From an optimization exercise on the open Yosys and OpenROAD flow, aimed at small area, a short achievable clock period and few clock cycles; shortcuts taken in it are not production practice. In this exercise RTL edits were held to simulation tests only and were not proved equivalent to the original.

== the baseline ==
==> module angle_wrap, before the edit <==
module angle_wrap (
	input logic [20:0] angle,
	input logic cos_sel,
	input logic [2:0] up,
	input logic [2:0] dn,
	output logic neg,
	output logic [17:0] mag
);
	localparam int T = trig_pkg::TWO_PI_FIX;
	localparam int H = trig_pkg::HALF_PI_FIX;
	logic signed [18:0] off;
	logic signed [18:0] pos;
	logic signed [18:0] ngt;
	always_comb begin
		int o;
		if (up[2]) o = -3 * T;
		else if (up[1]) o = -2 * T;
		else if (up[0]) o = -T;
		else if (dn[2]) o = 3 * T;
		else if (dn[1]) o = 2 * T;
		else if (dn[0]) o = T;
		else o = 0;
		off = 19'(o + (cos_sel ? H : 0));
	end
	assign pos = angle[18:0] + off;
	assign ngt = ~angle[18:0] + (19'sd1 - off);
	assign neg = pos[18];
	assign mag = neg ? ngt[17:0] : pos[17:0];
endmodule
export LEC_CHECK = 0
export CAP_MARGIN = 20
export CORE_MARGIN = 2
export CORE_UTILIZATION = 60
export SETUP_SLACK_MARGIN = 5
export SLEW_MARGIN = 20
create_clock -name core_clock -period 10.0 [get_ports {clk}]
run.sh (not shown) runs the stock make flow with config.mk's settings and CLKGATE_MAP_FILE= SYNTH_SCRIPT=/design/flow/synth_recipe.tcl, a recipe that flattens the netlist after the stock synthesis.
The baseline finished end to end and its layout was clean on timing, DRC and antenna.
Testbench counts of the baseline, summed over its fixed seeds: cycles 11,258.
Modified inputs, the candidate compared to the baseline
--- a/flow/design.v
+++ b/flow/design.v
@@ -2255,11 +2255,10 @@
 );
 	localparam int T = trig_pkg::TWO_PI_FIX;
 	localparam int H = trig_pkg::HALF_PI_FIX;
 	logic signed [18:0] off;
 	logic signed [18:0] pos;
-	logic signed [18:0] ngt;
 	always_comb begin
 		int o;
 		if (up[2]) o = -3 * T;
 		else if (up[1]) o = -2 * T;
 		else if (up[0]) o = -T;
@@ -2268,13 +2267,12 @@
 		else if (dn[0]) o = T;
 		else o = 0;
 		off = 19'(o + (cos_sel ? H : 0));
 	end
 	assign pos = angle[18:0] + off;
-	assign ngt = ~angle[18:0] + (19'sd1 - off);
 	assign neg = pos[18];
-	assign mag = neg ? ngt[17:0] : pos[17:0];
+	assign mag = (pos[17:0] ^ {18{neg}}) + 18'(neg);
 endmodule
 `timescale 1ns/1ps
 module sine_pipe (
 	input logic clk,
 	input logic reset,
## What came out
- The startpoint of the worst setup timing path comes out u_top.u_sine.xx2[17] in one run and u_top.u_sine.u1[11] in the other, namely in the candidate and the baseline respectively.
- The routed wire length of the candidate is lower than that of the baseline.
- Summary of the candidate over the baseline: number of antenna violations at the first check in global routing went up, sequential share of layout area saw an increase, die area went down, multi-input logic portion of the cell area barely changed.
- Max register-to-register setup slack across the baseline and the candidate: the candidate
- A last element of the critical path of u_top.u_sine.xx2[18] is what the baseline shows, while u_top.u_sine.t3[1] belongs to the candidate.
Testbench counts of the candidate, summed over its fixed seeds: cycles 11,258.

* * *

trig_unit, a different RTL version from the one above (not shown whole).
For scale: roughly 88 I/O pins, ~0.029 mm2 of cells after synthesis.
==> module sine_pipe, before the edit <==
module sine_pipe (
	input logic clk,
	input logic reset,
	input logic in_valid,
	input logic [20:0] angle,
	input logic cos_sel,
	output logic out_valid,
	output logic out_neg,
	output logic [16:0] out_mag
);
	logic [20:0] a0;
	logic c0;
	logic [2:0] up0;
	logic [2:0] dn0;
	logic n1;
	logic [17:0] u1;
	logic n2;
	logic [19:0] xx2;
	logic [17:0] lin2;
	logic n3;
	logic signed [17:0] e3;
	logic n4;
	logic [16:0] t4;
	logic [14:0] v4;
	logic [4:0] valid;
	logic [2:0] upw;
	logic [2:0] dnw;
	logic nw;
	logic [17:0] uw;
	logic [19:0] xxw;
	logic [17:0] linw;
	logic signed [17:0] ew;
	logic [16:0] tw;
	logic [14:0] vw;
	logic [16:0] mw;
	angle_range u_range (
		.angle(angle),
		.cos_sel(cos_sel),
		.up(upw),
		.dn(dnw)
	);
	angle_wrap u_wrap (
		.angle(a0),
		.cos_sel(c0),
		.up(up0),
		.dn(dn0),
		.neg(nw),
		.mag(uw)
	);
	sq_angle u_sq (
		.u(u1),
		.xx(xxw)
	);
	scale_lin u_lin (
		.u(u1),
		.neg(n1),
		.lin(linw)
	);
	scale_sq u_est (
		.lin(lin2),
		.xx(xx2),
		.est(ew)
	);
	assign tw = e3[17] ? {15'd0, 2'(~e3[1:0]) + 2'd1} : e3[16:0];
	sq_est u_sq_est (
		.t(tw[15:0]),
		.v(vw)
	);
	scale_refine u_refine (
		.t(t4[15:0]),
		.v(v4),
		.neg(n4),
		.mag(mw)
	);
	always_ff @(posedge clk) begin
		a0 <= angle;
		c0 <= cos_sel;
		up0 <= upw;
		dn0 <= dnw;
		n1 <= nw;
		u1 <= uw;
		n2 <= n1;
		xx2 <= xxw;
		lin2 <= linw;
		n3 <= n2;
		e3 <= ew;
		n4 <= n3 ^ e3[17];
		t4 <= tw;
		v4 <= vw;
	end
	always_ff @(posedge clk) begin
		if (reset)
			valid <= '0;
		else
			valid <= {valid[3:0], in_valid};
	end
	assign out_valid = valid[4];
	assign out_neg = n4;
	assign out_mag = {t4[16], 16'd0} | mw;
endmodule
clock: 10.0 ns
lec_check: 0
cap_margin: 20
core_margin: 2
core_utilization: 40
setup_slack_margin: 5
slew_margin: 20
Testbench counts at the start, summed over its fixed seeds: cycles 11,258.
Change:
--- a/flow/design.v
+++ b/flow/design.v
@@ -2293,11 +2293,11 @@
 	logic [17:0] u1;
 	logic n2;
 	logic [19:0] xx2;
 	logic [17:0] lin2;
 	logic n3;
-	logic signed [17:0] e3;
+	logic [16:0] t3;
 	logic n4;
 	logic [16:0] t4;
 	logic [14:0] v4;
 	logic [4:0] valid;
 	logic [2:0] upw;
@@ -2336,13 +2336,16 @@
 	scale_sq u_est (
 		.lin(lin2),
 		.xx(xx2),
 		.est(ew)
 	);
-	assign tw = e3[17] ? {15'd0, 2'(~e3[1:0]) + 2'd1} : e3[16:0];
+	assign tw[16] = ew[16] && !ew[17];
+	assign tw[15:2] = ew[16] ? 14'd0 : ew[15:2];
+	assign tw[1] = ew[17] ? ew[1] ^ ew[0] : ew[1];
+	assign tw[0] = ew[0];
 	sq_est u_sq_est (
-		.t(tw[15:0]),
+		.t(t3[15:0]),
 		.v(vw)
 	);
 	scale_refine u_refine (
 		.t(t4[15:0]),
 		.v(v4),
@@ -2357,14 +2360,14 @@
 		n1 <= nw;
 		u1 <= uw;
 		n2 <= n1;
 		xx2 <= xxw;
 		lin2 <= linw;
-		n3 <= n2;
-		e3 <= ew;
-		n4 <= n3 ^ e3[17];
-		t4 <= tw;
+		n3 <= n2 ^ ew[17];
+		t3 <= tw;
+		n4 <= n3;
+		t4 <= t3;
 		v4 <= vw;
 	end
 	always_ff @(posedge clk) begin
 		if (reset)
 			valid <= '0;
=> The new run passed the timing, design-rule and antenna checks; routed wire length goes down by 8.0%; non-clock buffer count drops by 55; worst hold slack degrades by 0.012 ns; design area is lower by 2.7%; global-route usage drops by 1.2 points; worst setup slack gains 0.12 ns.
Testbench counts after the change, summed over its fixed seeds: cycles 11,258.

-- port drivers added, routing unchanged --
No port has a modelled driver above. Below, the same layouts with a new extraction and two added sets of constraints. Step 1 assumes that a clkbuf_16 drives the clock port and a buf_2 every other input. Step 2 times the ports against the registers' clock, not the clock port: input delays grow and output delays shrink by t, the midpoint of the rising clock arrivals with the driver on. a / b / c = ideal ports / drivers / drivers and shift; a / b = the first two.
run | t, ns | setup WS [ns] | worst setup path at the end | clock arrival spread, ns | worst register clock-pin slew, ns
the baseline | 0.627 | 5.145 / 5.145 / 4.876 | input to register | 0.016 / 0.016 | 0.07 / 0.07
the candidate | 0.639 | 5.162 / 5.162 / 4.939 | input to register | 0.046 / 0.046 | 0.07 / 0.07
the first run of note 2 | 0.641 | 4.964 / 4.964 / 4.964 | register to register | 0.034 / 0.034 | 0.06 / 0.06
the second run of note 2 | 0.637 | 5.085 / 5.085 / 4.877 | input to register | 0.021 / 0.021 | 0.07 / 0.07
After both steps every run listed still meets setup and hold. For the baseline, which loses most, drivers alone change the setup slack by 0.000 ns; drivers and shift together by -0.269 ns.
